This design comes from an exercise in tuning for small area and a short achievable clock period on the open sky130 flow, not from production work. Where RTL was checked, it was by simulation tests only, not by an equivalence proof against the original. Function not checked in run 6: the RTL went through the layout flow alone. No driver is modelled on the clock port, so clocking that relies on it looks cheaper here than on a real chip. Power and IR drop assume default switching activity.

[design/flow/flow/run.sh]
#!/bin/bash
# Layout flow: the standard flow (standard.sh) with different tool options
# for the port buffers, the clock tree and net fanout. Each ORFS step keeps
# its own log under orfs/logs/; the make output goes to standard_flow.log here.
set -e
cp standard.sh standard_sh_used.txt
# Port buffers: a regular buffer instead of the default pick (a delay cell)
export BUFFER_PORTS_ARGS="-buffer_cell sky130_fd_sc_hd__buf_4"
# Clock tree: larger sink clusters and no dummy loads
export CTS_ARGS="-sink_clustering_enable -repair_clock_nets -sink_clustering_size 24 -sink_clustering_max_diameter 100 -dont_use_dummy_load"
# Fanout cap before each step that repairs the design
export PRE_GLOBAL_PLACE_TCL="$PWD/flow/fanout.tcl"
export PRE_RESIZE_TCL="$PWD/flow/fanout.tcl"
export PRE_CTS_TCL="$PWD/flow/fanout.tcl"
export PRE_GLOBAL_ROUTE_TCL="$PWD/flow/fanout.tcl"
bash standard.sh finish > standard_flow.log 2>&1
[design/flow/flow/fanout.tcl]
# Cap signal fanout so the repair steps split the wide write-data and
# pointer nets into smaller nets
set_max_fanout 40 [current_design]
[design/flow/standard.sh]
#!/bin/bash
# synth_recipe.tcl (not shown) runs the flow's synth.tcl, then flattens the netlist and writes it again
# the make line also repeats each setting of config.mk as NAME=value (left out here)
make -C /OpenROAD-flow-scripts/flow DESIGN_CONFIG=/design/flow/config.mk WORK_HOME=/design/flow/orfs CLKGATE_MAP_FILE= SYNTH_SCRIPT=/design/flow/synth_recipe.tcl "${@:-finish}"
[design/flow/config.mk]
export PLATFORM = sky130hd
export DESIGN_NAME = tenc_bridge_top
export DESIGN_NICKNAME = tenc_bridge_top
export VERILOG_FILES = /design/flow/design.v
export SDC_FILE = /design/flow/constraint.sdc
export NUM_CORES = 4
export LEC_CHECK = 0
export CAP_MARGIN = 20
export CORE_MARGIN = 2
export CORE_UTILIZATION = 50
export CTS_CLUSTER_DIAMETER = 100
export CTS_CLUSTER_SIZE = 24
export SETUP_SLACK_MARGIN = 3.8
export SLEW_MARGIN = 20
[design/flow/constraint.sdc]
create_clock -name core_clock -period 6.0 [get_ports {i_clk}]
set_input_delay 1.2000 -clock core_clock [delete_from_list [all_inputs] [get_ports {i_clk}]]
set_output_delay 1.2000 -clock core_clock [all_outputs]
set_load 0.01 [all_outputs]
[design/flow/design.v]
package tenc_pkg;
    typedef struct packed {
        logic                          eof;
        logic                          bof;
        logic [2-1:0]   data;
    } in_sym_t;
    typedef struct packed {
        logic                          eof;
        logic                          bof;
        logic [6-1:0]   data;
    } res_word_t;
    typedef logic [10-1:0] blocksize_t;
    typedef logic [10-1:0] perm_p_t;
    typedef logic [12-1:0] perm_q_t;
    typedef logic [6-1:0] code_sel_t;
    typedef logic [32-1:0] wb_data_t;
endpackage
module sync_fifo #(
    parameter int  WIDTH     = 8,
    parameter int  ADDR_W    = 4,
    parameter int  LO_BITS   = 4,
    parameter bit  SPACED_POPS = 1'b0
) (
    input  logic     i_clk,
    input  logic     i_rst,
    input  logic     i_wr,
    input  logic     i_rd,
    input  logic [WIDTH-1:0] i_w_data,
    output logic [WIDTH-1:0] o_r_data,
    output logic     o_empty,
    output logic     o_empty_nxt,
    output logic     o_not_full
);
    localparam int DEPTH = 1 << ADDR_W;
    localparam int LO_W  = (ADDR_W >= LO_BITS) ? LO_BITS : ADDR_W;
    localparam int HI_W  = ADDR_W - LO_W;
    localparam int NLO   = 1 << LO_W;
    localparam int NHI   = 1 << HI_W;
    localparam logic [NLO-1:0] LO_FIRST_N = ~(NLO'(1));
    localparam logic [NHI-1:0] HI_FIRST_N = ~(NHI'(1));
    logic [DEPTH-1:0][WIDTH-1:0] mem;
    logic [WIDTH-1:0]  head;
    logic [WIDTH-1:0]  head_nxt;
    logic [WIDTH-1:0]  nxt;
    logic [NHI-1:0][WIDTH-1:0] grp_q;
    logic [WIDTH-1:0]  last_w;
    logic              was_one;
    logic [WIDTH-1:0]  r_out;
    logic [WIDTH-1:0]  out_nxt;
    logic [NLO-1:0]    rlo;
    logic [NHI-1:0]    rhi;
    logic              empty_q;
    logic              one_q;
    logic              nfull_q;
    logic              push;
    logic              pop;
    logic              inc;
    logic              dec;
    logic              empty_n;
    logic [NLO-1:0]    wlo;
    logic [NHI-1:0]    whi;
    logic [NLO-1:0]    wlo_n;
    logic [NHI-1:0]    whi_n;
    logic [NHI-1:0][WIDTH-1:0] grp;
    logic              two;
    logic              f_last;
    logic [NHI-1:0]    rhi_up;
    logic [NHI-1:0]    rhi_dn;
    logic [WIDTH-1:0]  rd_word;
    assign push = i_wr & nfull_q;
    assign pop  = i_rd & ~empty_q;
    assign inc  = push & ~pop;
    assign dec  = pop & ~push;
    assign empty_n = inc ? 1'b0 : (dec ? one_q : empty_q);
    always_ff @(posedge i_clk)
    begin
        for (int k = 0; k < DEPTH; k++)
        begin
            if (whi[k / NLO] & wlo[k % NLO])
            begin
                mem[k] <= i_w_data;
            end
        end
    end
    always_comb
    begin
        for (int h = 0; h < NHI; h++)
        begin
            grp[h] = '0;
            for (int l = 0; l < NLO; l++)
            begin
                grp[h] = grp[h] | (mem[h * NLO + l] & {WIDTH{rlo[l]}});
            end
        end
    end
    generate
        if (SPACED_POPS)
        begin : g_prefetch
            always_ff @(posedge i_clk)
            begin
                grp_q   <= grp;
                last_w  <= i_w_data;
                was_one <= one_q;
            end
            always_comb
            begin
                rd_word = '0;
                for (int h = 0; h < NHI; h++)
                begin
                    rd_word = rd_word | (grp_q[h] & {WIDTH{rhi[h]}});
                end
                nxt = was_one ? last_w : rd_word;
            end
        end
        else
        begin : g_direct
            always_comb
            begin
                rd_word = '0;
                for (int h = 0; h < NHI; h++)
                begin
                    rd_word = rd_word | (grp[h] & {WIDTH{rhi[h]}});
                end
                nxt = rd_word;
            end
        end
    endgenerate
    assign head_nxt = (empty_q | (pop & one_q)) ? i_w_data : (pop ? nxt : head);
    assign out_nxt = pop ? (one_q ? i_w_data : nxt) : (empty_q ? i_w_data : head);
    always_ff @(posedge i_clk)
    begin
        head  <= head_nxt;
        r_out <= out_nxt;
    end
    assign wlo = ~wlo_n;
    assign whi = ~whi_n;
    assign rhi_up = rlo[NLO-1] ? ((rhi << 1) | (rhi >> (NHI - 1))) : rhi;
    assign rhi_dn = (rlo[0] | rlo[1]) ? ((rhi >> 1) | (rhi << (NHI - 1))) : rhi;
    assign two    = (|(wlo & ((rlo << 1) | (rlo >> (NLO - 1))))) & (|(whi & rhi_up));
    assign f_last = (|(wlo & ((rlo >> 2) | (rlo << (NLO - 2))))) & (|(whi & rhi_dn));
    always_ff @(posedge i_clk)
    begin
        if (i_rst)
        begin
            wlo_n   <= LO_FIRST_N;
            whi_n   <= HI_FIRST_N;
            rlo     <= NLO'(2);
            rhi     <= NHI'(1);
            empty_q <= 1'b1;
            one_q   <= 1'b0;
            nfull_q <= 1'b1;
        end
        else
        begin
            if (push)
            begin
                wlo_n <= (wlo_n << 1) | (wlo_n >> (NLO - 1));
                if (~wlo_n[NLO-1])
                begin
                    whi_n <= (whi_n << 1) | (whi_n >> (NHI - 1));
                end
            end
            if (pop)
            begin
                rlo <= (rlo << 1) | (rlo >> (NLO - 1));
                if (rlo[NLO-1])
                begin
                    rhi <= (rhi << 1) | (rhi >> (NHI - 1));
                end
            end
            empty_q <= empty_n;
            one_q   <= inc ? empty_q : (dec ? two : one_q);
            nfull_q <= inc ? ~f_last : (dec ? 1'b1 : nfull_q);
        end
    end
    assign o_r_data    = r_out;
    assign o_empty     = empty_q;
    assign o_empty_nxt = i_rst | empty_n;
    assign o_not_full  = nfull_q;
endmodule
module sync_fifo_bin #(
    parameter int  WIDTH     = 4,
    parameter int  ADDR_W    = 4
) (
    input  logic     i_clk,
    input  logic     i_rst,
    input  logic     i_wr,
    input  logic     i_rd,
    input  logic [WIDTH-1:0] i_w_data,
    output logic [WIDTH-1:0] o_r_data,
    output logic     o_empty,
    output logic     o_empty_nxt,
    output logic     o_not_full
);
    localparam int DEPTH = 1 << ADDR_W;
    logic [DEPTH-1:0][WIDTH-1:0] mem;
    logic [WIDTH-1:0]  head;
    logic [WIDTH-1:0]  head_nxt;
    logic [WIDTH-1:0]  out_nxt;
    logic [WIDTH-1:0]  r_out;
    logic [ADDR_W-1:0] wp;
    logic [ADDR_W-1:0] rp;
    logic              empty_q;
    logic              one_q;
    logic              nfull_q;
    logic              push;
    logic              pop;
    logic              inc;
    logic              dec;
    logic              empty_n;
    logic              two;
    logic              f_last;
    logic [WIDTH-1:0]  rd_word;
    assign push = i_wr & nfull_q;
    assign pop  = i_rd & ~empty_q;
    assign inc  = push & ~pop;
    assign dec  = pop & ~push;
    assign empty_n = inc ? 1'b0 : (dec ? one_q : empty_q);
    always_ff @(posedge i_clk)
    begin
        mem[wp] <= i_w_data;
    end
    assign rd_word  = mem[rp];
    assign head_nxt = (empty_q | (pop & one_q)) ? i_w_data : (pop ? rd_word : head);
    assign out_nxt  = pop ? (one_q ? i_w_data : rd_word) : (empty_q ? i_w_data : head);
    always_ff @(posedge i_clk)
    begin
        head  <= head_nxt;
        r_out <= out_nxt;
    end
    assign two    = (wp == rp + 1'b1);
    assign f_last = (wp == rp - 2'd2);
    always_ff @(posedge i_clk)
    begin
        if (i_rst)
        begin
            wp      <= '0;
            rp      <= ADDR_W'(1);
            empty_q <= 1'b1;
            one_q   <= 1'b0;
            nfull_q <= 1'b1;
        end
        else
        begin
            if (push)
            begin
                wp <= wp + 1'b1;
            end
            if (pop)
            begin
                rp <= rp + 1'b1;
            end
            empty_q <= empty_n;
            one_q   <= inc ? empty_q : (dec ? two : one_q);
            nfull_q <= inc ? ~f_last : (dec ? 1'b1 : nfull_q);
        end
    end
    assign o_r_data    = r_out;
    assign o_empty     = empty_q;
    assign o_empty_nxt = i_rst | empty_n;
    assign o_not_full  = nfull_q;
endmodule
module wb_regs
(
    input  logic      i_clk,
    input  logic      i_rst,
    input  logic      i_wb_cyc,
    input  logic      i_wb_stb,
    input  logic      i_wb_we,
    input  tenc_pkg::wb_data_t  i_wb_dat,
    output logic      o_wb_ack,
    output tenc_pkg::wb_data_t  o_wb_dat,
    output logic      o_rx_push,
    output tenc_pkg::in_sym_t   o_rx_sym,
    input  logic      i_rx_empty,
    input  logic      i_rx_empty_nxt,
    input  logic      i_enc_ready,
    output logic      o_enc_valid,
    output logic      o_rx_pop,
    output logic      o_tx_pop,
    input  tenc_pkg::res_word_t i_tx_head,
    input  logic      i_tx_empty,
    input  logic      i_res_eof_accepted
);
    localparam int PUSH_BIT = 15;
    localparam int RDEN_BIT = 13;
    localparam int EOF_BIT  = 7;
    localparam int BOF_BIT  = 6;
    localparam int AVAIL_BIT = 15;
    localparam int ALIVE_BIT = 14;
    logic     req;
    logic     ack;
    logic     rd_en;
    logic     drain;
    logic     drain_n;
    logic     enc_valid;
    logic     readable;
    tenc_pkg::wb_data_t rdata;
    assign req = i_wb_cyc & i_wb_stb;
    assign o_rx_push = req & ~ack & i_wb_we & i_wb_dat[PUSH_BIT];
    assign o_rx_sym.eof  = i_wb_dat[EOF_BIT];
    assign o_rx_sym.bof  = i_wb_dat[BOF_BIT];
    assign o_rx_sym.data = i_wb_dat[1:0];
    assign o_tx_pop = req & ack & rd_en;
    assign o_rx_pop = enc_valid & i_enc_ready;
    always_ff @(posedge i_clk)
    begin
        if (i_rst)
        begin
            ack <= 1'b0;
        end
        else
        begin
            ack <= req & ~ack;
        end
    end
    always_ff @(posedge i_clk)
    begin
        if (i_rst)
        begin
            rd_en <= 1'b0;
        end
        else if (req & ack)
        begin
            rd_en <= i_wb_dat[RDEN_BIT];
        end
    end
    assign drain_n = (o_rx_push & i_wb_dat[EOF_BIT]) | (drain & ~i_rx_empty);
    always_ff @(posedge i_clk)
    begin
        if (i_rst)
        begin
            drain     <= 1'b0;
            enc_valid <= 1'b0;
        end
        else
        begin
            drain     <= drain_n;
            enc_valid <= drain_n & ~i_rx_empty_nxt;
        end
    end
    always_ff @(posedge i_clk)
    begin
        if (i_rst)
        begin
            readable <= 1'b0;
        end
        else if (i_res_eof_accepted)
        begin
            readable <= 1'b1;
        end
        else if (i_tx_empty)
        begin
            readable <= 1'b0;
        end
    end
    always_comb
    begin
        rdata            = '0;
        rdata[AVAIL_BIT] = readable;
        rdata[ALIVE_BIT] = 1'b1;
        rdata[7:0]       = i_tx_head;
    end
    assign o_wb_ack    = ack;
    assign o_wb_dat    = rdata;
    assign o_enc_valid = enc_valid;
endmodule
module code_param_rom
(
    input  logic       i_clk,
    input  logic       i_rst,
    input  tenc_pkg::code_sel_t  i_sel,
    output tenc_pkg::blocksize_t o_blocksize,
    output tenc_pkg::perm_p_t    o_p,
    output tenc_pkg::perm_q_t    o_q0,
    output tenc_pkg::perm_q_t    o_q1,
    output tenc_pkg::perm_q_t    o_q2,
    output tenc_pkg::perm_q_t    o_q3
);
    typedef struct packed {
        tenc_pkg::blocksize_t blocksize;
        tenc_pkg::perm_p_t    p;
        tenc_pkg::perm_q_t    q0;
        tenc_pkg::perm_q_t    q1;
        tenc_pkg::perm_q_t    q2;
        tenc_pkg::perm_q_t    q3;
    } code_entry_t;
    code_entry_t entry;
    function automatic code_entry_t lookup(input tenc_pkg::code_sel_t sel);
        code_entry_t e;
        case (sel)
            6'd0:        e = {10'd14,  10'd9,  12'd3, 12'd11, 12'd51,  12'd19};
            6'd1:        e = {10'd38,  10'd17, 12'd3, 12'd23, 12'd63,  12'd11};
            6'd2:        e = {10'd51,  10'd23, 12'd3, 12'd23, 12'd107, 12'd107};
            6'd3:        e = {10'd55,  10'd23, 12'd3, 12'd43, 12'd131, 12'd115};
            6'd4, 6'd33: e = {10'd59,  10'd23, 12'd3, 12'd11, 12'd23,  12'd219};
            6'd5:        e = {10'd62,  10'd23, 12'd3, 12'd35, 12'd63,  12'd63};
            6'd6:        e = {10'd69,  10'd25, 12'd3, 12'd7,  12'd111, 12'd103};
            6'd7:        e = {10'd84,  10'd23, 12'd3, 12'd7,  12'd83,  12'd71};
            6'd8:        e = {10'd85,  10'd23, 12'd3, 12'd55, 12'd255, 12'd215};
            6'd9:        e = {10'd93,  10'd25, 12'd3, 12'd31, 12'd111, 12'd107};
            6'd10:       e = {10'd96,  10'd25, 12'd3, 12'd11, 12'd103, 12'd107};
            6'd11:       e = {10'd100, 10'd23, 12'd3, 12'd35, 12'd131, 12'd127};
            6'd12:       e = {10'd108, 10'd29, 12'd3, 12'd19, 12'd123, 12'd123};
            6'd13:       e = {10'd115, 10'd29, 12'd3, 12'd23, 12'd239, 12'd239};
            6'd14:       e = {10'd123, 10'd31, 12'd3, 12'd15, 12'd7,   12'd3};
            6'd15:       e = {10'd128, 10'd31, 12'd3, 12'd7,  12'd135, 12'd131};
            6'd16:       e = {10'd130, 10'd31, 12'd3, 12'd7,  12'd11,  12'd3};
            6'd17:       e = {10'd144, 10'd31, 12'd3, 12'd3,  12'd3,   12'd3};
            6'd18:       e = {10'd170, 10'd33, 12'd3, 12'd63, 12'd523, 12'd515};
            6'd19:       e = {10'd175, 10'd37, 12'd3, 12'd11, 12'd3,   12'd11};
            6'd20:       e = {10'd188, 10'd37, 12'd3, 12'd15, 12'd167, 12'd159};
            6'd21:       e = {10'd192, 10'd37, 12'd3, 12'd7,  12'd183, 12'd123};
            6'd22:       e = {10'd194, 10'd39, 12'd3, 12'd3,  12'd319, 12'd319};
            6'd23:       e = {10'd256, 10'd45, 12'd3, 12'd7,  12'd199, 12'd183};
            6'd24:       e = {10'd264, 10'd43, 12'd3, 12'd3,  12'd27,  12'd11};
            6'd25:       e = {10'd298, 10'd49, 12'd3, 12'd15, 12'd23,  12'd3};
            6'd26:       e = {10'd307, 10'd49, 12'd3, 12'd27, 12'd3,   12'd7};
            6'd27:       e = {10'd333, 10'd49, 12'd3, 12'd23, 12'd3,   12'd23};
            6'd28:       e = {10'd355, 10'd53, 12'd3, 12'd19, 12'd239, 12'd223};
            6'd29:       e = {10'd400, 10'd53, 12'd3, 12'd43, 12'd243, 12'd219};
            6'd30:       e = {10'd438, 10'd59, 12'd3, 12'd7,  12'd247, 12'd243};
            6'd31:       e = {10'd444, 10'd59, 12'd3, 12'd35, 12'd731, 12'd715};
            6'd32:       e = {10'd539, 10'd65, 12'd3, 12'd15, 12'd31,  12'd3};
            default:     e = '0;
        endcase
        lookup = e;
    endfunction
    always_ff @(posedge i_clk)
    begin
        if (i_rst)
        begin
            entry <= '0;
        end
        else
        begin
            entry <= lookup(i_sel);
        end
    end
    assign o_blocksize = entry.blocksize;
    assign o_p         = entry.p;
    assign o_q0        = entry.q0;
    assign o_q1        = entry.q1;
    assign o_q2        = entry.q2;
    assign o_q3        = entry.q3;
endmodule
module tenc_bridge_top
(
    input  logic       i_clk,
    input  logic       i_rst,
    input  logic       i_wb_cyc,
    input  logic       i_wb_stb,
    input  logic       i_wb_we,
    input  tenc_pkg::wb_data_t   i_wb_dat,
    output logic       o_wb_ack,
    output tenc_pkg::wb_data_t   o_wb_dat,
    input  tenc_pkg::code_sel_t  i_param_sel,
    output logic       o_enc_valid,
    input  logic       i_enc_ready,
    output tenc_pkg::in_sym_t    o_enc_sym,
    input  logic       i_res_valid,
    output logic       o_res_ready,
    input  tenc_pkg::res_word_t  i_res_word,
    output tenc_pkg::blocksize_t o_blocksize,
    output tenc_pkg::perm_p_t    o_p,
    output tenc_pkg::perm_q_t    o_q0,
    output tenc_pkg::perm_q_t    o_q1,
    output tenc_pkg::perm_q_t    o_q2,
    output tenc_pkg::perm_q_t    o_q3
);
    logic      rx_push;
    tenc_pkg::in_sym_t   rx_sym;
    logic      rx_pop;
    logic      rx_empty;
    logic      rx_empty_nxt;
    logic      tx_push;
    logic      tx_pop;
    logic      tx_not_full;
    logic      tx_empty;
    tenc_pkg::res_word_t tx_head;
    logic      res_eof_accepted;
    assign o_res_ready      = tx_not_full;
    assign tx_push          = i_res_valid & tx_not_full;
    assign res_eof_accepted = tx_push & i_res_word.eof;
    wb_regs u_regs (
        .i_clk              (i_clk),
        .i_rst              (i_rst),
        .i_wb_cyc           (i_wb_cyc),
        .i_wb_stb           (i_wb_stb),
        .i_wb_we            (i_wb_we),
        .i_wb_dat           (i_wb_dat),
        .o_wb_ack           (o_wb_ack),
        .o_wb_dat           (o_wb_dat),
        .o_rx_push          (rx_push),
        .o_rx_sym           (rx_sym),
        .i_rx_empty         (rx_empty),
        .i_rx_empty_nxt     (rx_empty_nxt),
        .i_enc_ready        (i_enc_ready),
        .o_enc_valid        (o_enc_valid),
        .o_rx_pop           (rx_pop),
        .o_tx_pop           (tx_pop),
        .i_tx_head          (tx_head),
        .i_tx_empty         (tx_empty),
        .i_res_eof_accepted (res_eof_accepted)
    );
    sync_fifo_bin #(
        .WIDTH     (2 + 2),
        .ADDR_W    (4)
    ) u_rx_fifo (
        .i_clk    (i_clk),
        .i_rst    (i_rst),
        .i_wr     (rx_push),
        .i_rd     (rx_pop),
        .i_w_data (rx_sym),
        .o_r_data (o_enc_sym),
        .o_empty  (rx_empty),
        .o_empty_nxt (rx_empty_nxt),
        .o_not_full  ()
    );
    sync_fifo #(
        .WIDTH     (6 + 2),
        .ADDR_W    (8),
        .LO_BITS   (4),
        .SPACED_POPS (1'b1)
    ) u_tx_fifo (
        .i_clk    (i_clk),
        .i_rst    (i_rst),
        .i_wr     (tx_push),
        .i_rd     (tx_pop),
        .i_w_data (i_res_word),
        .o_r_data (tx_head),
        .o_empty  (tx_empty),
        .o_empty_nxt (),
        .o_not_full  (tx_not_full)
    );
    code_param_rom u_rom (
        .i_clk       (i_clk),
        .i_rst       (i_rst),
        .i_sel       (i_param_sel),
        .o_blocksize (o_blocksize),
        .o_p         (o_p),
        .o_q0        (o_q0),
        .o_q1        (o_q1),
        .o_q2        (o_q2),
        .o_q3        (o_q3)
    );
endmodule
==> results of run 1 <==
synth_stat cells (3+ instances only):
| cell type | count |
|---|---|
| a21o_1 | 4 |
| a211oi_1 | 11 |
| nor2_1 | 303 |
| ha_1 | 19 |
| a2111oi_0 | 7 |
| o21ai_0 | 78 |
| mux2i_1 | 43 |
| nor4_1 | 6 |
| a31oi_1 | 8 |
| xnor2_1 | 9 |
| a22oi_1 | 6 |
| a22o_1 | 544 |
| dfxtp_1 | 330 |
| a21oi_1 | 79 |
| a311oi_1 | 7 |
| o22ai_1 | 14 |
| nor2b_1 | 45 |
| buf_6 | 3 |
| mux4_2 | 16 |
| o32ai_1 | 4 |
| nand2_1 | 208 |
| nand3_1 | 22 |
| nand3b_1 | 4 |
| a211o_1 | 21 |
| buf_1 | 54 |
| inv_1 | 25 |
| buf_4 | 59 |
| nor3_1 | 12 |
| buf_2 | 25 |
| and2_1 | 5 |
| and3_1 | 7 |
| nor3b_1 | 3 |
| a221oi_1 | 548 |
| mux2_2 | 35 |
| o211ai_1 | 22 |
| clkbuf_1 | 308 |
| nand4_1 | 139 |
| edfxtp_1 | 2060 |
| xor2_1 | 8 |
| nand2b_1 | 17 |
state kept, by name, summed over array words and instances (netlist names), 16 cells and up:
name             count
u_tx_fifo.mem     2048
u_tx_fifo.grp_q    128
u_rx_fifo.mem       64
u_rom.entry         34
u_tx_fifo.rhi       16
u_tx_fifo.rlo       16
u_tx_fifo.whi_n     16
u_tx_fifo.wlo_n     16
cell type report:
class / instances / area share
Tap cell: 2325 / 0.0309
Timing Repair Buffer: 275 / 0.0268
Antenna cell: 3 / 0.0000797
Sequential cell: 2390 / 0.729
Clock buffer: 110 / 0.0292
Multi-Input combinational cell: 2325 / 0.183
Inverter: 27 / 0.00141
logic make-up after synthesis:
logic type	count (synthesis)	synth area share
AOI/OAI and AO/OA	1366	0.130
xor gates and xnor gates	17	0.00171
adders and majority gates	19	0.00273
buffers and inverters	477	0.0239
DFF	2390	0.787
muxes	94	0.0136
other	2	0.0000863
and+or+nand+nor	783	0.0414
cells in the final DEF (no fill, tap or decap), types with 22 or more instances in the layout:
| master | count |
|---|---|
| edfxtp_1 | 2060 |
| a22o_1 | 540 |
| a221oi_1 | 515 |
| nor2_1 | 280 |
| dfxtp_1 | 242 |
| nand2_1 | 202 |
| buf_4 | 180 |
| nand4_1 | 139 |
| clkbuf_16 | 110 |
| buf_6 | 78 |
| a21oi_1 | 77 |
| o21ai_0 | 64 |
| dfxtp_2 | 63 |
| conb_1 | 46 |
| mux2i_1 | 42 |
| nor2b_1 | 42 |
| mux2_2 | 34 |
| a221oi_2 | 28 |
| dfxtp_4 | 25 |
| o211ai_1 | 22 |
| nand3_1 | 22 |
routing by layer:
metal	track usage	wire length (um)	up-vias	share of wire
met1	0.397	102000	25998	0.41
met2	0.435	117000	2602	0.47
met4	0.0825	7850	0	0.031
met3	0.0526	24200	356	0.096
met5	0	0	-	0
li1	-	-	20738	-
worst max path at each step:
stage,slack (ns),from,cells after the start,endpoint
floorplan,3.02,i_wb_stb,11,u_tx_fifo.one_q$_SDFFE_PP0P_
detailed placement,2.32,i_wb_stb,10,u_tx_fifo.one_q$_SDFFE_PP0P_
global route,3.42,u_rom.entry[48]$_SDFF_PP0_,1,o_q0[0]
finish,3.46,u_tx_fifo.nfull_q$_SDFFE_PP1P_,1,o_res_ready
CTS,3.40,u_tx_fifo.nfull_q$_SDFFE_PP1P_,1,o_res_ready
global placement,2.31,i_wb_stb,10,u_tx_fifo.one_q$_SDFFE_PP0P_
report_power, final:
| group | internal, mW | leakage [nW] | switching [mW] |
|---|---|---|---|
| sequential | 18.3 | 21.4 | 0.252 |
| combinational | 0.229 | 6.89 | 0.684 |
| clock | 3.27 | 1.36 | 4.87 |
timing repair:
item,CTS,global route
gates resized for setup,193,91
buffers inserted,7,18
pin swaps,15,14
hold buffers,0,0
setup endpoints to repair,299,121
==> reports/qor.csv, run 1 <==
metric,value,unit
worstSetupPathType,flip-flop to primary output,
wirelength,251,mm
clock_latency,0.80,ns
route.detailed.drc,0,
grt-ovfl-total,0,
yosysTopAreaCell,edfxtp_1,
cts_tree,built,
r2r_start,u_tx_fifo.rlo[7]$_SDFFE_PP0P_,
synthArstFlopShare,0,
syn_avg_cell_area,16.9,um2
vias_per_cell,6.67,
start_util,0.502,
ioPinCount,160,
hold_ws,0.446,ns
portBuffers,87,
num-nets-final,5201,
clkTransAtPathRegs,0.11,ns
placeableCoreArea,0.173,mm2
vias,49694,
path_buf_inv,1,
max_stage_delay,0.42,ns
finalCritPeriodShare,0.424,
gr-usage-all-layers,0.277,
pwr_density_cell,293,mW/mm2
cts_num_sinks,2390,
ff2ff_setup_slack,3.76,ns
max_cap_viol_count,0,
relSlewSlack,0.215,
finalCriticalPeriod,2.54,ns
die_area,0.177,mm2
drive_above_1_share,0.123,
synth_area_leaders,"edfxtp_1, dfxtp_1, a221oi_1",
dr.first_iter.drc_count,6841,
critPathTopFamily,flip-flops,
power_leakage,29.6,nW
dpl_cell_area,0.0902,mm2
ys_types,63,
vdd_drop_max,0.279,mV
worstPathArrival,1.34,ns
critPathCaptureType,primary output,
hold_start,u_tx_fifo.head[7]$_DFFE_PP_,
hp-class,flip-flop to flip-flop,
gp_congestion,0.857,
ys.flop_type,edfxtp_1,
grt_pass1_wl,356,mm
layout.area.seq,0.0686,mm2
synth_cells,5148,
multiInputGateArea,0.0172,mm2
r2r_end,u_tx_fifo.grp_q[55]$_DFF_P_,
syn_area,0.0870,mm2
ys_seq_elements,2390,
worst_pin_slew,1.17,ns
setup_tns,0,ns
ys_warn_count,4,
first_global_vias,47382,
path_max_fanout,2,
rsz0062_at_grt,yes,
status,timing/DRC/antenna clean,
grt_max_degree,41,
finalHoldViolations,0,
setup_viol,0,
wire_per_inst,33.7,um
fin_cells,7455,
min_to,u_tx_fifo.r_out[7]$_DFF_P_,
drt-pass1-iter-count,5,
cts_buffers,110,
fin_area,0.0942,mm2
dpl.hpwl,147,mm
finalMaxSlewViolations,0,
crit_chain,buf_6,
power,27.6,mW
critPathLaunchType,flip-flop,
clock_skew,0.0728,ns
hold_depth,2,
antenna_found_initial,5,
final_util,0.543,
fmax,393,MHz
area_delta_synth_final,8.28,%
fillers,13739,
ant_nets,0,
placement_rows,153,
setup_slack,3.46,ns
die_x,421,um
worstPathRequired,4.80,ns
r2r_cells,5,
yosysTopAreaCellShare,0.711,
dpl_worst_slack,2.32,ns
ys_seq_area_frac,0.787,
synth-edff-count,2060,
cp_slowest_cell,dfxtp_4,
die_h,421,um
dp_cells,7310,
==> inputs of run 2 (changes only) <==
--- a/design/flow/config.mk
+++ b/design/flow/config.mk
@@ -7,7 +7,7 @@
 export LEC_CHECK = 0
 export CAP_MARGIN = 20
 export CORE_MARGIN = 2
-export CORE_UTILIZATION = 50
+export CORE_UTILIZATION = 55
 export CTS_CLUSTER_DIAMETER = 100
 export CTS_CLUSTER_SIZE = 24
 export SETUP_SLACK_MARGIN = 3.8
==> reports/qor.csv, run 2 <==
metric,value,unit
status,timing/DRC/antenna clean,
cts_num_sinks,2390,
start_util,0.556,
vdd_drop_max,0.286,mV
yosysMostFrequentCell,edfxtp_1,
portBuffers,87,
dp_cells,7044,
fillers,11593,
synth_top_family_by_area,compound AO/OA/AOI/OAI gates,
ant_nets,0,
largest_registers,"u_tx_fifo.mem: 2048 flops, u_tx_fifo.grp_q: 128 flops, u_rx_fifo.mem: 64 flops",
setup_viol,0,
wire_per_inst,35.1,um
synth_area_leaders,"edfxtp_1, dfxtp_1, a221oi_1",
ys_warn_count,4,
gp_congestion,0.883,
antenna_found_initial,5,
hold_start,u_rx_fifo.mem[60]$_DFF_P_,
r2r_start,u_tx_fifo.whi_n[4]$_SDFFE_PP1P_,
fmax,402,MHz
synth_compound_area_frac,0.130,
pwr_density_cell,294,mW/mm2
setup_tns,0,ns
finalMaxSlewViolations,0,
die_area,0.161,mm2
ys_seq_elements,2390,
setup_slack,3.51,ns
clkTransAtPathRegs,0.11,ns
dpl_worst_slack,2.31,ns
path_max_fanout,2,
worstPathArrival,1.29,ns
relSlewSlack,0.136,
clock_latency,0.78,ns
grt_max_degree,41,
area_delta_synth_final,7.86,%
fin_cells,7177,
critPathTopFamily,flip-flops,
crit_chain,buf_6,
ys.flop_type,edfxtp_1,
finalCritPeriodShare,0.415,
vias_per_cell,6.94,
rsz0062_at_grt,yes,
cp_slowest_cell,dfxtp_4,
synth-xor-area-share,0.00171,
synth_mux_area_frac,0.0136,
syn_avg_cell_area,16.9,um2
layout_common_cells,"edfxtp_1, a22o_1, a221oi_1, nor2_1, dfxtp_1",
placeableCoreArea,0.157,mm2
largest_register,u_tx_fifo.mem,
max_stage_delay,0.41,ns
cts_tree,built,
grt_pass1_wl,356,mm
path_buf_inv,1,
synthAdderAreaFrac,0.00273,
ys_types,63,
syn_area,0.0870,mm2
worstPathRequired,4.80,ns
ctsHoldBuffers,0,
first_global_vias,47381,
hp-class,flip-flop to flip-flop,
final_common_cell,edfxtp_1,
finalCriticalPeriod,2.49,ns
critPathLaunchType,flip-flop,
wirelength,252,mm
drt-pass1-iter-count,6,
route.detailed.drc,0,
clock_skew,0.0490,ns
ioPinCount,160,
gr-usage-all-layers,0.308,
synthTopCellsByCount,"edfxtp_1, a221oi_1, a22o_1, dfxtp_1, clkbuf_1",
synthSimpleGateAreaFrac,0.0414,
worstSetupPathType,flip-flop to primary output,
critPathCaptureType,primary output,
drive_above_1_share,0.124,
synth_cells,5148,
finalHoldViolations,0,
synth-edff-count,2060,
yosysTopAreaCellShare,0.711,
ys_seq_area_frac,0.787,
die_h,402,um
power_leakage,29.6,nW
vias,49827,
synthArstFlopShare,0,
cts_buffers,109,
worst_pin_slew,1.30,ns
num-nets-final,5189,
die_x,402,um
yosysTopAreaCell,edfxtp_1,
largest_register_ffs,2048,
grt-ovfl-total,0,
placement_rows,145,
startpoint,u_regs.readable$_SDFFE_PP0P_,
dpl.hpwl,147,mm
dr.first_iter.drc_count,6992,
max_cap_viol_count,0,
run 2: cell types whose count changed in the layout (fill, tap and decap cells not counted), sizes merged:
| cell | change |
|---|---|
| buf | -11 |
| clkbuf | -1 |
| clkinv | +1 |
| clkinvlp | -1 |
| diode | +1 |
run 2: worst paths after layout:
path                            slack (ns)                           end  depth (start not counted)
worst max-delay path                  3.51                  o_wb_dat[15]                          1
worst min-delay path                  0.46     u_rx_fifo.mem[60]$_DFF_P_                          2
worst max register to register        3.67  u_tx_fifo.one_q$_SDFFE_PP0P_                          4
worst min register to register        0.46     u_rx_fifo.mem[60]$_DFF_P_                          2
run 2: timing repair:
action | in CTS | in global routing
cloned | 0 | 1
setup buffers | 9 | 8
gates resized for setup | 207 | 83
pin swaps | 16 | 13
setup endpoints to repair | 309 | 325
run 2: kinds of logic (layout without fill, tap and decap cells):
family          Yosys count  count (layout)
buf+inv                 477             400
compound gates         1366            1366
simple gates            783             783
xor+xnor                 17              17
mux                      94              94
fa+ha+maj                19              19
flops                  2390            2390
other cells               2              50
run 2: final cells by class:
type | instances | area (um2) | share of cell area
sequential | 2390 | 68600 | 0.731
antenna | 4 | 10.0 | 0.000107
multi-input combinational | 2325 | 17300 | 0.184
timing repair buffer | 264 | 2470 | 0.0263
tap | 2058 | 2570 | 0.0274
clock buffer | 109 | 2730 | 0.0291
inverter | 27 | 126 | 0.00135
run 2: layer usage:
metal	global-route usage	routed length (um)
met5	0	0
met4	0.0859	7760
met3	0.0524	24900
met2	0.477	116000
met1	0.454	103000
run 2: where the power goes:
group | internal, mW | switching (mW)
Sequential | 18.3 | 0.270
Clock | 3.24 | 4.84
Combinational | 0.236 | 0.675
run 2: metrics by stage:
stage | area [um2] | util | hold slack, ns | total power [mW]
after global routing | 93800 | 0.599 | 0.495 | 28.2
after floorplan | 87500 | - | 0.373 | 19.2
after detailed placement | 89900 | 0.574 | 0.442 | 19.8
after CTS | 93400 | 0.597 | 0.466 | 27.6
final | 93800 | 0.599 | 0.460 | 27.6
after global placement | 89800 | 0.574 | 0.432 | 19.8
==> inputs of run 3 (changes only) <==
--- a/design/flow/flow/run.sh
+++ b/design/flow/flow/run.sh
@@ -7,7 +7,7 @@
 # Port buffers: a regular buffer instead of the default pick (a delay cell)
 export BUFFER_PORTS_ARGS="-buffer_cell sky130_fd_sc_hd__buf_4"
 # Clock tree: larger sink clusters and no dummy loads
-export CTS_ARGS="-sink_clustering_enable -repair_clock_nets -sink_clustering_size 24 -sink_clustering_max_diameter 100 -dont_use_dummy_load"
+export CTS_ARGS="-sink_clustering_enable -repair_clock_nets -sink_clustering_size 16 -sink_clustering_max_diameter 60 -dont_use_dummy_load"
 # Fanout cap before each step that repairs the design
 export PRE_GLOBAL_PLACE_TCL="$PWD/flow/fanout.tcl"
 export PRE_RESIZE_TCL="$PWD/flow/fanout.tcl"
--- a/design/flow/config.mk
+++ b/design/flow/config.mk
@@ -7,8 +7,8 @@
 export LEC_CHECK = 0
 export CAP_MARGIN = 20
 export CORE_MARGIN = 2
-export CORE_UTILIZATION = 55
-export CTS_CLUSTER_DIAMETER = 100
-export CTS_CLUSTER_SIZE = 24
-export SETUP_SLACK_MARGIN = 3.8
+export CORE_UTILIZATION = 60
+export CTS_CLUSTER_DIAMETER = 60
+export CTS_CLUSTER_SIZE = 16
+export SETUP_SLACK_MARGIN = 3.7
 export SLEW_MARGIN = 20
==> reports/qor.csv, run 3 <==
metric,value,unit
start_util,0.605,
worstPathRequired,6.65,ns
worst_pin_slew,1.24,ns
num-nets-final,5252,
gr-usage-all-layers,0.334,
dr.first_iter.drc_count,7152,
cts_num_sinks,2390,
status,timing/DRC/antenna clean,
worstSetupPathType,flip-flop to flip-flop,
drive_above_1_share,0.125,
largest_register,u_tx_fifo.mem,
critPathCaptureType,flip-flop,
wirelength,248,mm
synthArstFlopShare,0,
die_h,385,um
yosysTopAreaCell,edfxtp_1,
clock_skew,0.0462,ns
ant_nets,0,
fmax,397,MHz
cp_slowest_cell,dfxtp_2,
setup_tns,0,ns
path_max_fanout,37,
antenna_found_initial,8,
vias,50143,
largest_register_ffs,2048,
placement_rows,139,
relSlewSlack,0.173,
path_common_cell,nor4_1,
synth-edff-count,2060,
grt_max_degree,41,
placeableCoreArea,0.144,mm2
dpl.hpwl,145,mm
die_x,385,um
vdd_drop_max,0.275,mV
ioPinCount,160,
syn_avg_cell_area,16.9,um2
final_util,0.659,
cts_buffers,171,
critPathTopFamily,simple AND/OR/NAND/NOR gates,
layout_common_cells,"edfxtp_1, a22o_1, a221oi_1, nor2_1, dfxtp_1",
critPathLaunchType,flip-flop,
clkTransAtPathRegs,0.07,ns
die_area,0.148,mm2
largest_registers,"u_tx_fifo.mem: 2048 flops, u_tx_fifo.grp_q: 128 flops, u_rx_fifo.mem: 64 flops",
area_delta_synth_final,8.88,%
grt_pass1_wl,350,mm
max_cap_viol_count,0,
drt-pass1-iter-count,6,
max_stage_delay,0.63,ns
cts_tree,built,
yosysTopAreaCellShare,0.711,
yosysMostFrequentCell,edfxtp_1,
rsz0062_at_grt,yes,
finalMaxSlewViolations,0,
ys_seq_elements,2390,
finalCriticalPeriod,2.52,ns
fillers,9931,
ys_types,63,
ctsHoldBuffers,0,
syn_area,0.0870,mm2
gp_congestion,0.901,
hp-class,flip-flop to flip-flop,
finalHoldViolations,0,
portBuffers,87,
path_buf_inv,1,
crit_chain,buf_8 > mux2i_1 > o22ai_1 > or4_1 > nor4_1 > nor4_1,
final_common_cell,edfxtp_1,
finalCritPeriodShare,0.420,
synthTopCellsByCount,"edfxtp_1, a221oi_1, a22o_1, dfxtp_1, clkbuf_1",
setup_viol,0,
synth_cells,5148,
pwr_density_cell,313,mW/mm2
synth_area_leaders,"edfxtp_1, dfxtp_1, a221oi_1",
clock_latency,0.82,ns
wire_per_inst,35.0,um
ys_warn_count,4,
worstPathArrival,3.17,ns
grt-ovfl-total,0,
ys_seq_area_frac,0.787,
ys.flop_type,edfxtp_1,
power_leakage,30.2,nW
vias_per_cell,7.08,
route.detailed.drc,0,
dpl_worst_slack,2.29,ns
first_global_vias,47510,
setup_slack,3.48,ns
## run 3: report_power, final
part	internal [mW]	switching (mW)	leakage [nW]
Combinational	0.220	0.637	6.70
Clock	5.02	5.19	2.11
Sequential	18.3	0.276	21.4
Total	23.6	6.10	30.2
## run 3: kinds of logic (layout without fill, tap and decap cells)
logic type / count (synthesis) / count (layout) / share of synthesized area
fa+ha+maj: 19 / 19 / 0.00273
mux: 94 / 94 / 0.0136
other cells: 2 / 49 / 0.0000863
simple gates: 783 / 783 / 0.0414
flops: 2390 / 2390 / 0.787
compound gates: 1366 / 1366 / 0.130
xor+xnor: 17 / 17 / 0.00171
buf+inv: 477 / 463 / 0.0239
## run 3: layout make-up
| class | instances | area [um2] | share of cell area |
|---|---|---|---|
| Clock buffer | 171 | 4280 | 0.0452 |
| Tap cell | 1903 | 2380 | 0.0251 |
| Timing Repair Buffer | 264 | 2260 | 0.0239 |
| Multi-Input combinational cell | 2325 | 17100 | 0.180 |
| Sequential cell | 2390 | 68600 | 0.724 |
| Timing Repair inverter | 1 | 5.00 | 0.0000528 |
| Inverter | 27 | 128 | 0.00135 |
| Antenna cell | 3 | 7.51 | 0.0000793 |
## run 3: path summary, 6_finish.rpt
| kind | start | end | slack (ns) | cells past startpoint |
|---|---|---|---|---|
| worst max-delay path | u_tx_fifo.rlo[15]$_SDFFE_PP0P_ | u_tx_fifo.one_q$_SDFFE_PP0P_ | 3.48 | 6 |
| worst min-delay path | u_rx_fifo.mem[7]$_DFF_P_ | u_rx_fifo.mem[7]$_DFF_P_ | 0.46 | 2 |
| worst max register to register | u_tx_fifo.rlo[15]$_SDFFE_PP0P_ | u_tx_fifo.one_q$_SDFFE_PP0P_ | 3.48 | 6 |
| worst min register to register | u_rx_fifo.mem[7]$_DFF_P_ | u_rx_fifo.mem[7]$_DFF_P_ | 0.46 | 2 |
## run 3: stage by stage
step | power (mW) | instance area [um2] | hold WS, ns | std cells
2_1_floorplan | 19.2 | 87400 | 0.373 | 5192
4_1_cts | 29.7 | 94400 | 0.461 | 7071
3_3_place_gp | 19.7 | 89600 | 0.433 | 6893
6_report | 29.7 | 94700 | 0.455 | 7084
3_5_place_dp | 19.8 | 89600 | 0.444 | 6895
5_1_grt | 30.4 | 94700 | 0.486 | 7081
## run 3: routing by layer
layer  GRT usage  vias up  share of wire
li1            -    20868              -
met1       0.485    25979           0.40
met2       0.517     2887           0.47
met3      0.0672      399           0.11
met4      0.0994       10          0.029
met5           0        -        0.00023
## run 3: repair_timing
item	in CTS	in global routing
hold endpoints to repair	0	0
pin swaps	10	7
setup endpoints to repair	226	229
resized for setup	141	53
setup buffers	5	4
cloned	0	1
## run 3: tightest hold or removal path: stages, from the launching register on
cell	delay [ns]
dfxtp_1	0.33
nand2_1	0.04
o21ai_0	0.05
==> inputs of run 4 (changes only) <==
--- a/design/flow/flow/run.sh
+++ b/design/flow/flow/run.sh
@@ -7,7 +7,7 @@
 # Port buffers: a regular buffer instead of the default pick (a delay cell)
 export BUFFER_PORTS_ARGS="-buffer_cell sky130_fd_sc_hd__buf_4"
 # Clock tree: larger sink clusters and no dummy loads
-export CTS_ARGS="-sink_clustering_enable -repair_clock_nets -sink_clustering_size 16 -sink_clustering_max_diameter 60 -dont_use_dummy_load"
+export CTS_ARGS="-sink_clustering_enable -repair_clock_nets -sink_clustering_size 28 -sink_clustering_max_diameter 80 -dont_use_dummy_load"
 # Fanout cap before each step that repairs the design
 export PRE_GLOBAL_PLACE_TCL="$PWD/flow/fanout.tcl"
 export PRE_RESIZE_TCL="$PWD/flow/fanout.tcl"
--- a/design/flow/config.mk
+++ b/design/flow/config.mk
@@ -8,7 +8,7 @@
 export CAP_MARGIN = 20
 export CORE_MARGIN = 2
 export CORE_UTILIZATION = 60
-export CTS_CLUSTER_DIAMETER = 60
-export CTS_CLUSTER_SIZE = 16
+export CTS_CLUSTER_DIAMETER = 80
+export CTS_CLUSTER_SIZE = 28
 export SETUP_SLACK_MARGIN = 3.7
 export SLEW_MARGIN = 20
==> reports/qor.csv, run 4 <==
metric,value,unit
status,timing/DRC/antenna clean,
route.detailed.drc,0,
clock_latency,0.79,ns
dr.first_iter.drc_count,6742,
wirelength,247,mm
worstPathArrival,3.12,ns
pwr_density_cell,295,mW/mm2
layout_common_cells,"edfxtp_1, a22o_1, a221oi_1, nor2_1, dfxtp_1",
die_h,385,um
min_to,u_rx_fifo.mem[12]$_DFF_P_,
dp_cells,6895,
synthArstFlopShare,0,
area_delta_synth_final,6.98,%
final_util,0.647,
ctsHoldBuffers,0,
syn_area,0.0870,mm2
path_max_fanout,17,
drt-pass1-iter-count,8,
r2r_cells,5,
start_util,0.605,
placeableCoreArea,0.144,mm2
portBuffers,87,
r2r_start,u_tx_fifo.wlo_n[8]$_SDFFE_PP1P_,
cts_num_sinks,2390,
r2r_end,u_tx_fifo.one_q$_SDFFE_PP0P_,
grt_pass1_wl,348,mm
hold_start,u_rx_fifo.mem[12]$_DFF_P_,
grt-ovfl-total,0,
syn_avg_cell_area,16.9,um2
clock_skew,0.0595,ns
finalCritPeriodShare,0.416,
ys.flop_type,edfxtp_1,
critPathCaptureType,flip-flop,
p_switching,5.71,mW
largest_register,u_tx_fifo.mem,
vias,49624,
synthTopCellsByCount,"edfxtp_1, a221oi_1, a22o_1, dfxtp_1, clkbuf_1",
rsz0062_at_grt,yes,
worstPathRequired,6.62,ns
fmax,401,MHz
fin_cells,7017,
largest_registers,"u_tx_fifo.mem: 2048 flops, u_tx_fifo.grp_q: 128 flops, u_rx_fifo.mem: 64 flops",
netSwitchingFraction,0.208,
ant_nets,0,
finalMaxSlewViolations,0,
fin_area,0.0931,mm2
yosysTopAreaCell,edfxtp_1,
ys_warn_count,4,
vdd_drop_max,0.308,mV
power,27.4,mW
worst_pin_slew,1.22,ns
cts_tree,built,
largest_register_ffs,2048,
synth-edff-count,2060,
gr-usage-all-layers,0.331,
ff2ff_setup_slack,3.51,ns
die_area,0.148,mm2
ys_seq_elements,2390,
gp_congestion,0.901,
first_global_vias,46912,
finalCriticalPeriod,2.49,ns
vias_per_cell,7.07,
num-nets-final,5187,
setup_viol,0,
hold_depth,2,
placement_rows,139,
antenna_found_initial,5,
grt_max_degree,41,
synth_cells,5148,
worstSetupPathType,primary input to flip-flop,
ioPinCount,160,
ys_types,63,
wire_per_inst,35.2,um
hp-class,flip-flop to flip-flop,
yosysMostFrequentCell,edfxtp_1,
clkTransAtPathRegs,0.09,ns
final_common_cell,edfxtp_1,
max_cap_viol_count,0,
synth_area_leaders,"edfxtp_1, dfxtp_1, a221oi_1",
cts_buffers,106,
power_leakage,29.4,nW
p_int,21.7,mW
critPathLaunchType,primary input,
yosysTopAreaCellShare,0.711,
relSlewSlack,0.184,
setup_tns,0,ns
finalHoldViolations,0,
dpl_cell_area,0.0896,mm2
seq_power_share,0.679,
die_x,385,um
dpl.hpwl,145,mm
drive_above_1_share,0.115,
combPwrFrac,0.031,
ys_seq_area_frac,0.787,
clockPowerShare,0.290,
==> run 4: cell counts after synthesis <==
Identical to the previous run, type by type.
==> run 4: kinds of logic after synthesis <==
| group | share of synthesized area |
|---|---|
| other | 0.0000863 |
| XOR/XNOR | 0.00171 |
| buffers and inverters | 0.0239 |
| multiplexers | 0.0136 |
| AO/OA/AOI/OAI | 0.130 |
| adder cells (fa/ha/maj) | 0.00273 |
| AND/OR/NAND/NOR | 0.0414 |
| flip-flops | 0.787 |
==> run 4: cell type report <==
cell class / instances / area, um2
diodes: 1 / 2.50
clock buffers: 106 / 2650
fillers: 10117 / 50800
inverters: 27 / 130
multi-input cells: 2325 / 17000
flip-flops and latches: 2390 / 68600
well taps: 1903 / 2380
repair buffers: 264 / 2260
repair inverters: 1 / 5.00
==> run 4: how the worst max path moves through the flow <==
stage | from | end | slack [ns] | cells past startpoint
after CTS | u_regs.readable$_SDFFE_PP0P_ | o_wb_dat[15] | 3.48 | 1
after floorplan | i_wb_stb | u_tx_fifo.one_q$_SDFFE_PP0P_ | 3.02 | 11
after detailed placement | i_wb_stb | u_tx_fifo.one_q$_SDFFE_PP0P_ | 2.29 | 10
after global routing | u_regs.readable$_SDFFE_PP0P_ | o_wb_dat[15] | 3.47 | 1
after global placement | i_wb_stb | u_tx_fifo.one_q$_SDFFE_PP0P_ | 2.23 | 10
final | i_wb_cyc | u_tx_fifo.one_q$_SDFFE_PP0P_ | 3.51 | 11
==> run 4: worst max-delay path, cell delays in order <==
cell and delay, ns:
buf_4 0.10, nand4_1 0.09, buf_4 0.18, nor2_4 0.15, clkinv_4 0.16, ha_4 0.29
a21oi_2 0.15, o21ai_1 0.08, or3_1 0.32, nor4_1 0.28, nor4_1 0.10
==> run 4: what timing repair did <==
item	CTS	global route
resized for setup	143	49
pin swaps	10	7
cloned	1	0
setup buffers	7	3
endpoints found under the setup margin	239	183
==> run 4: metal layers <==
layer | routed length (um) | global-route usage | share of wire | vias up
met5 | 23 | 0 | 0.000093 | -
met4 | 7240 | 0.0896 | 0.029 | 4
met3 | 24100 | 0.0585 | 0.098 | 356
met2 | 115000 | 0.518 | 0.47 | 2653
met1 | 100000 | 0.485 | 0.41 | 25921
li1 | - | - | - | 20690
==> run 4: power groups by stage <==
stage / clock network, mW / registers, mW / logic, mW
final: 7.95 / 18.6 / 0.857
after global routing: 8.52 / 18.6 / 0.917
after CTS: 8.01 / 18.6 / 0.846
after detailed placement: 0 / 19.0 / 0.822
after global placement: 0 / 18.9 / 0.803
after floorplan: 0 / 18.8 / 0.427
==> run 4: through the flow <==
step           setup slack (ns)  hold slack [ns]
2_1_floorplan              3.02            0.373
3_3_place_gp               2.23            0.433
3_5_place_dp               2.29            0.444
4_1_cts                    3.48            0.462
5_1_grt                    3.47            0.483
6_report                   3.51            0.454
==> inputs of run 5 (changes only) <==
--- a/design/flow/flow/run.sh
+++ b/design/flow/flow/run.sh
@@ -6,8 +6,8 @@
 cp standard.sh standard_sh_used.txt
 # Port buffers: a regular buffer instead of the default pick (a delay cell)
 export BUFFER_PORTS_ARGS="-buffer_cell sky130_fd_sc_hd__buf_4"
-# Clock tree: larger sink clusters and no dummy loads
-export CTS_ARGS="-sink_clustering_enable -repair_clock_nets -sink_clustering_size 28 -sink_clustering_max_diameter 80 -dont_use_dummy_load"
+# Clock tree: larger sink clusters, smaller leaf buffers and no dummy loads
+export CTS_ARGS="-sink_clustering_enable -repair_clock_nets -sink_clustering_size 18 -sink_clustering_max_diameter 70 -dont_use_dummy_load -sink_clustering_buffer sky130_fd_sc_hd__clkbuf_8"
 # Fanout cap before each step that repairs the design
 export PRE_GLOBAL_PLACE_TCL="$PWD/flow/fanout.tcl"
 export PRE_RESIZE_TCL="$PWD/flow/fanout.tcl"
--- a/design/flow/config.mk
+++ b/design/flow/config.mk
@@ -7,8 +7,8 @@
 export LEC_CHECK = 0
 export CAP_MARGIN = 20
 export CORE_MARGIN = 2
-export CORE_UTILIZATION = 60
-export CTS_CLUSTER_DIAMETER = 80
-export CTS_CLUSTER_SIZE = 28
-export SETUP_SLACK_MARGIN = 3.7
+export CORE_UTILIZATION = 55
+export CTS_CLUSTER_DIAMETER = 70
+export CTS_CLUSTER_SIZE = 18
+export SETUP_SLACK_MARGIN = 3.8
 export SLEW_MARGIN = 20
==> reports/qor.csv, run 5 <==
metric,value,unit
fillers,11701,
worstPathRequired,6.65,ns
area_delta_synth_final,7.18,%
dpl.hpwl,147,mm
clkTransAtPathRegs,0.11,ns
dp_cells,7044,
ctsHoldBuffers,0,
num-nets-final,5232,
fmax,401,MHz
path_max_fanout,21,
ys_seq_elements,2390,
relSlewSlack,0.144,
cts_buffers,154,
cp_slowest_cell,dfxtp_2,
worstSetupPathType,flip-flop to flip-flop,
ys_seq_area_frac,0.787,
synth_cells,5148,
antenna_found_initial,5,
critPathCaptureType,flip-flop,
ys.flop_type,edfxtp_1,
finalCritPeriodShare,0.416,
synthTopCellsByCount,"edfxtp_1, a221oi_1, a22o_1, dfxtp_1, clkbuf_1",
ys_warn_count,4,
setup_viol,0,
worstPathArrival,3.14,ns
rsz0062_at_grt,yes,
grt_max_degree,41,
layout_common_cells,"edfxtp_1, a22o_1, a221oi_1, nor2_1, dfxtp_1",
ioPinCount,160,
largest_registers,"u_tx_fifo.mem: 2048 flops, u_tx_fifo.grp_q: 128 flops, u_rx_fifo.mem: 64 flops",
synth_area_leaders,"edfxtp_1, dfxtp_1, a221oi_1",
pwr_density_cell,289,mW/mm2
clock_skew,0.0627,ns
critPathLaunchType,flip-flop,
yosysTopAreaCell,edfxtp_1,
die_x,402,um
vdd_drop_max,0.278,mV
yosysTopAreaCellShare,0.711,
yosysMostFrequentCell,edfxtp_1,
setup_tns,0,ns
start_util,0.556,
cts_tree,built,
layout.area.seq,0.0686,mm2
status,timing/DRC/antenna clean,
ys_types,63,
hp-class,flip-flop to flip-flop,
vias,49884,
synthArstFlopShare,0,
finalCriticalPeriod,2.49,ns
max_stage_delay,1.20,ns
largest_register,u_tx_fifo.mem,
worst_pin_slew,1.28,ns
critPathTopFamily,flip-flops,
first_global_vias,47674,
gp_congestion,0.883,
placeableCoreArea,0.157,mm2
syn_avg_cell_area,16.9,um2
fin_cells,7220,
wirelength,253,mm
final_common_cell,edfxtp_1,
path_buf_inv,0,
max_cap_viol_count,0,
power,26.9,mW
dr.first_iter.drc_count,6589,
vias_per_cell,6.91,
drt-pass1-iter-count,5,
drive_above_1_share,0.129,
cts_num_sinks,2390,
multiInputGateArea,0.0172,mm2
gr-usage-all-layers,0.310,
finalHoldViolations,0,
finalMaxSlewViolations,0,
portBuffers,87,
grt_pass1_wl,358,mm
route.detailed.drc,0,
synth-edff-count,2060,
clock_latency,0.80,ns
placement_rows,145,
crit_chain,nor2b_1 > a2111oi_0 > nand4_1 > nor4_1 > nor4_1,
path_common_cell,nor4_1,
ant_nets,0,
power_leakage,29.4,nW
die_area,0.161,mm2
die_h,402,um
wire_per_inst,35.0,um
grt-ovfl-total,0,
largest_register_ffs,2048,
syn_area,0.0870,mm2
## run 5: changes by cell type in the layout (fill, tap and decap cells not counted), sizes merged
cell,previous run,this run
clkbuf,106,154
diode,1,4
buf,264,262
clkinvlp,2,0
inv,24,25
## run 5: metal layers
layer	GRT usage	up-vias	wire, um
met3	0.0538	366	24600
met5	0	-	0
met4	0.0838	0	7170
met1	0.459	26025	104000
met2	0.479	2743	117000
li1	-	20750	-
## run 5: final timing paths
path	cells past startpoint	slack, ns	from	to
max reg2reg	5	3.51	u_tx_fifo.wlo_n[2]$_SDFFE_PP1P_	u_tx_fifo.one_q$_SDFFE_PP0P_
max	5	3.51	u_tx_fifo.wlo_n[2]$_SDFFE_PP1P_	u_tx_fifo.one_q$_SDFFE_PP0P_
min	2	0.46	u_rx_fifo.mem[60]$_DFF_P_	u_rx_fifo.mem[60]$_DFF_P_
min reg2reg	2	0.46	u_rx_fifo.mem[60]$_DFF_P_	u_rx_fifo.mem[60]$_DFF_P_
## run 5: kinds of logic after synthesis
family | Yosys count | share of synthesized area
compound gates | 1366 | 0.130
xor+xnor | 17 | 0.00171
fa+ha+maj | 19 | 0.00273
buf+inv | 477 | 0.0239
flops | 2390 | 0.787
mux | 94 | 0.0136
other cells | 2 | 0.0000863
simple gates | 783 | 0.0414
## run 5: layout make-up
class | count | share of cell area
timing repair buffer | 262 | 0.0259
sequential | 2390 | 0.736
inverter | 27 | 0.00136
clock buffer | 154 | 0.0248
tap | 2058 | 0.0276
antenna | 4 | 0.000107
multi-input combinational | 2325 | 0.184
## run 5: through the flow
step / instance area [um2] / hold WS, ns / util / setup slack (ns)
final: 93200 / 0.460 / 0.596 / 3.51
after global routing: 93200 / 0.482 / 0.595 / 3.44
after CTS: 92900 / 0.466 / 0.593 / 3.45
after detailed placement: 89900 / 0.442 / 0.574 / 2.31
after global placement: 89800 / 0.432 / 0.574 / 2.34
after floorplan: 87500 / 0.373 / - / 3.02
## run 5: power breakdown
| part | leakage (nW) | internal (mW) | switching (mW) |
|---|---|---|---|
| logic | 6.78 | 0.232 | 0.671 |
| registers | 21.4 | 18.3 | 0.269 |
| clock network | 1.19 | 2.58 | 4.86 |
## run 5: worst min-delay path: cells and delay by family, from the launching register on
family / cells / cell delay, ns
simple gates: 1 / 0.04
compound gates: 1 / 0.05
flops: 1 / 0.34
## run 5: what timing repair did
| item | in CTS | in global routing |
|---|---|---|
| setup buffers | 7 | 9 |
| gates resized for setup | 195 | 68 |
| pin swaps | 12 | 12 |
| endpoints found under the setup margin | 309 | 279 |
==> inputs of run 6 (changes only) <==
--- a/design/flow/design.v
+++ b/design/flow/design.v
@@ -36,8 +36,6 @@
     localparam int HI_W  = ADDR_W - LO_W;
     localparam int NLO   = 1 << LO_W;
     localparam int NHI   = 1 << HI_W;
-    localparam logic [NLO-1:0] LO_FIRST_N = ~(NLO'(1));
-    localparam logic [NHI-1:0] HI_FIRST_N = ~(NHI'(1));
     logic [DEPTH-1:0][WIDTH-1:0] mem;
     logic [WIDTH-1:0]  head;
     logic [WIDTH-1:0]  head_nxt;
@@ -59,8 +57,7 @@
     logic              empty_n;
     logic [NLO-1:0]    wlo;
     logic [NHI-1:0]    whi;
-    logic [NLO-1:0]    wlo_n;
-    logic [NHI-1:0]    whi_n;
+    logic [ADDR_W-1:0] wp;
     logic [NHI-1:0][WIDTH-1:0] grp;
     logic              two;
     logic              f_last;
@@ -132,8 +129,8 @@
         head  <= head_nxt;
         r_out <= out_nxt;
     end
-    assign wlo = ~wlo_n;
-    assign whi = ~whi_n;
+    assign wlo = NLO'(1) << (wp % NLO);
+    assign whi = NHI'(1) << (wp / NLO);
     assign rhi_up = rlo[NLO-1] ? ((rhi << 1) | (rhi >> (NHI - 1))) : rhi;
     assign rhi_dn = (rlo[0] | rlo[1]) ? ((rhi >> 1) | (rhi << (NHI - 1))) : rhi;
     assign two    = (|(wlo & ((rlo << 1) | (rlo >> (NLO - 1))))) & (|(whi & rhi_up));
@@ -142,8 +139,7 @@
     begin
         if (i_rst)
         begin
-            wlo_n   <= LO_FIRST_N;
-            whi_n   <= HI_FIRST_N;
+            wp      <= '0;
             rlo     <= NLO'(2);
             rhi     <= NHI'(1);
             empty_q <= 1'b1;
@@ -154,11 +150,7 @@
         begin
             if (push)
             begin
-                wlo_n <= (wlo_n << 1) | (wlo_n >> (NLO - 1));
-                if (~wlo_n[NLO-1])
-                begin
-                    whi_n <= (whi_n << 1) | (whi_n >> (NHI - 1));
-                end
+                wp <= wp + 1'b1;
             end
             if (pop)
             begin
--- a/design/flow/flow/run.sh
+++ b/design/flow/flow/run.sh
@@ -6,8 +6,8 @@
 cp standard.sh standard_sh_used.txt
 # Port buffers: a regular buffer instead of the default pick (a delay cell)
 export BUFFER_PORTS_ARGS="-buffer_cell sky130_fd_sc_hd__buf_4"
-# Clock tree: larger sink clusters, smaller leaf buffers and no dummy loads
-export CTS_ARGS="-sink_clustering_enable -repair_clock_nets -sink_clustering_size 18 -sink_clustering_max_diameter 70 -dont_use_dummy_load -sink_clustering_buffer sky130_fd_sc_hd__clkbuf_8"
+# Clock tree: larger sink clusters and no dummy loads
+export CTS_ARGS="-sink_clustering_enable -repair_clock_nets -sink_clustering_size 24 -sink_clustering_max_diameter 100 -dont_use_dummy_load"
 # Fanout cap before each step that repairs the design
 export PRE_GLOBAL_PLACE_TCL="$PWD/flow/fanout.tcl"
 export PRE_RESIZE_TCL="$PWD/flow/fanout.tcl"
--- a/design/flow/config.mk
+++ b/design/flow/config.mk
@@ -8,7 +8,7 @@
 export CAP_MARGIN = 20
 export CORE_MARGIN = 2
 export CORE_UTILIZATION = 55
-export CTS_CLUSTER_DIAMETER = 70
-export CTS_CLUSTER_SIZE = 18
+export CTS_CLUSTER_DIAMETER = 100
+export CTS_CLUSTER_SIZE = 24
 export SETUP_SLACK_MARGIN = 3.8
 export SLEW_MARGIN = 20
==> reports/qor.csv, run 6 <==
metric,value,unit
status,timing/DRC/antenna clean,
crit_chain,buf_6,
p_switching,5.46,mW
cp_slowest_cell,dfxtp_4,
worstPathRequired,4.80,ns
cp.depth,1,
ioPinCount,160,
synthArstFlopShare,0,
area_delta_synth_final,14.8,%
top_layer_used,met5,
power_leakage,30.9,nW
route.met3.wl,22.9,mm
grt_pass1_wl,359,mm
setup_viol,0,
worstSetupPathType,flip-flop to primary output,
synth-xor-area-share,0.00243,
finalHoldViolations,0,
r2r_start,u_tx_fifo.rlo[4]$_SDFFE_PP0P_,
startpoint,u_tx_fifo.nfull_q$_SDFFE_PP1P_,
yosysTopAreaCellShare,0.714,
vdd_drop_max,0.306,mV
clock_skew,0.0419,ns
grt_max_degree,41,
netSwitchingFraction,0.204,
finalCriticalPeriod,2.50,ns
max_cap_viol_count,0,
hold_start,u_tx_fifo.one_q$_SDFFE_PP0P_,
fin_cells,7422,
synthTopCellsByCount,"edfxtp_1, a221oi_1, a22o_1, clkbuf_1, nor2_1",
finalCritPeriodShare,0.416,
p_int,21.3,mW
clockPowerShare,0.300,
gp_congestion,0.925,
fmax,400,MHz
cts_buffers,108,
synth_area_leaders,"edfxtp_1, dfxtp_1, a221oi_1",
wirelength_met1,103,mm
largest_register_ffs,2048,
dp_cells,7037,
yosysTopAreaCell,edfxtp_1,
combPwrFrac,0.029,
first_global_vias,48260,
path_buf_inv,1,
num-nets-final,5439,
synthAdderAreaFrac,0.00361,
largest_register,u_tx_fifo.mem,
worstPathArrival,1.30,ns
start_util,0.554,
portBuffers,87,
vias_per_cell,6.95,
layout_common_cells,"edfxtp_1, a22o_1, a221oi_1, buf_4, nor2_4",
die_x,401,um
ys.flop_type,edfxtp_1,
rsz0062_at_grt,yes,
syn_area,0.0866,mm2
ys_seq_elements,2366,
largest_registers,"u_tx_fifo.mem: 2048 flops, u_tx_fifo.grp_q: 128 flops, u_rx_fifo.mem: 64 flops",
synth-edff-count,2060,
max_stage_delay,0.43,ns
critPathCaptureType,primary output,
wire_per_inst,34.4,um
synth_cells,5126,
hold_ws,0.427,ns
clock_latency,0.78,ns
syn_avg_cell_area,16.9,um2
ys_warn_count,4,
dpl.hpwl,151,mm
hp-class,flip-flop to flip-flop,
ys_types,79,
placement_rows,145,
finalMaxSlewViolations,0,
die_h,401,um
seq_power_share,0.670,
synth_top_family_by_area,compound AO/OA/AOI/OAI gates,
pwr_density_cell,270,mW/mm2
cts_num_sinks,2366,
min_to,u_tx_fifo.was_one$_DFF_P_,
die_area,0.161,mm2
r2r_end,u_tx_fifo.grp_q[82]$_DFF_P_,
antenna_found_initial,5,
hold_depth,0,
wl_met2,120,mm
ctsHoldBuffers,0,
critPathTopFamily,flip-flops,
setup_tns,0,ns
ys_seq_area_frac,0.785,
grt-ovfl-total,0,
gr-usage-all-layers,0.310,
synth_compound_area_frac,0.130,
ff2ff_setup_slack,3.76,ns
drive_above_1_share,0.213,
relSlewSlack,0.434,
ant_nets,0,
path_max_fanout,4,
final_common_cell,edfxtp_1,
critPathLaunchType,flip-flop,
placeableCoreArea,0.156,mm2
cts_tree,built,
vias,51604,
synth_mux_area_frac,0.0136,
r2r_cells,5,
yosysMostFrequentCell,edfxtp_1,
clkTransAtPathRegs,0.10,ns
dr.first_iter.drc_count,6676,
route.detailed.drc,0,
drt-pass1-iter-count,6,
synthSimpleGateAreaFrac,0.0426,
worst_pin_slew,0.848,ns
wirelength,255,mm
## run 6: power groups by stage
stage          Sequential [mW]  Combinational (mW)  Clock [mW]
2_1_floorplan             18.3               0.272           0
3_3_place_gp              18.3               0.665           0
3_5_place_dp              18.3               0.678           0
4_1_cts                   18.0               0.760        8.12
5_1_grt                   18.0               0.832        8.62
6_report                  18.0               0.790        8.04
## run 6: cell type report
class | count | area [um2]
Sequential cell | 2366 | 68100
Antenna cell | 5 | 12.5
Clock buffer | 108 | 2700
Tap cell | 2058 | 2570
Inverter | 33 | 156
Fill cell | 10981 | 57000
Multi-Input combinational cell | 2342 | 19700
Timing Repair Buffer | 510 | 6130
## run 6: cell families (layout without fill, tap and decap cells)
logic type | after synthesis | after routing
simple gates | 799 | 801
mux | 87 | 87
other cells | 2 | 51
xor+xnor | 24 | 24
buf+inv | 464 | 651
compound gates | 1359 | 1359
flops | 2366 | 2366
fa+ha+maj | 25 | 25
## run 6: worst max-delay path by stage
stage	end	slack (ns)
finish	o_res_ready	3.50
detailed placement	u_tx_fifo.one_q$_SDFFE_PP0P_	2.25
global placement	u_tx_fifo.rhi[14]$_SDFFE_PP0P_	2.27
floorplan	u_tx_fifo.one_q$_SDFFE_PP0P_	3.21
global route	o_res_ready	3.48
CTS	o_res_ready	3.47
## run 6: per-layer routing
metal	global-route usage	vias up
met5	0	-
met1	0.448	27045
met4	0.0994	2
li1	-	21265
met2	0.487	2869
met3	0.0479	423
## run 6: timing repair
| action | in CTS | in global routing |
|---|---|---|
| setup endpoints to repair | 2430 | 1381 |
| buffers inserted | 173 | 95 |
| gates cloned | 2 | 2 |
| pin swaps | 114 | 88 |
| gates resized for setup | 768 | 65 |
## run 6: stage by stage
step	setup slack, ns	utilization	total power [mW]	cell area [um2]
2_1_floorplan	3.21	-	18.6	87200
3_3_place_gp	2.27	0.573	19.0	89600
3_5_place_dp	2.25	0.573	19.0	89600
4_1_cts	3.47	0.624	26.8	97600
5_1_grt	3.48	0.635	27.4	99400
6_report	3.50	0.636	26.8	99400

## afterwards: timing with drivers on the ports
How much do the figures lean on ideal ports? The routed layouts below were timed once more, with nothing changed but the port constraints. Step 1 (the two cells are an assumption about what drives the block):
set clk [get_ports {i_clk}]
set_driving_cell -lib_cell sky130_fd_sc_hd__clkbuf_16 $clk
set_driving_cell -lib_cell sky130_fd_sc_hd__buf_2 [delete_from_list [all_inputs] $clk]
Step 2 also shifts input and output timing later by t, the mid clock arrival at the registers, as if the neighbouring blocks saw the same clock. Three values: ideal ports, drivers, drivers and shift; two values: the first two.
run | t (ns) | slack for setup (ns) | hold WS [ns] | worst data-port slew with drivers (ns)
run 1 | 0.851 | 3.457 / 3.371 / 3.038 | 0.446 / 0.446 / 0.446 | 0.06
run 2 | 0.841 | 3.512 / 3.424 / 2.885 | 0.460 / 0.460 / 0.460 | 0.04
run 3 | 0.876 | 3.482 / 3.406 / 2.745 | 0.455 / 0.455 / 0.455 | 0.07
run 4 | 0.825 | 3.507 / 3.431 / 2.732 | 0.454 / 0.454 / 0.454 | 0.06
run 5 | 0.851 | 3.507 / 3.421 / 2.750 | 0.460 / 0.460 / 0.460 | 0.04
run 6 | 0.845 | 3.501 / 3.410 / 2.940 | 0.427 / 0.427 / 0.427 | 0.04
After both steps setup and hold are still met in every run listed. The setup slack of run 4, which loses most, moves by -0.076 ns with the drivers and by -0.775 ns with both steps.
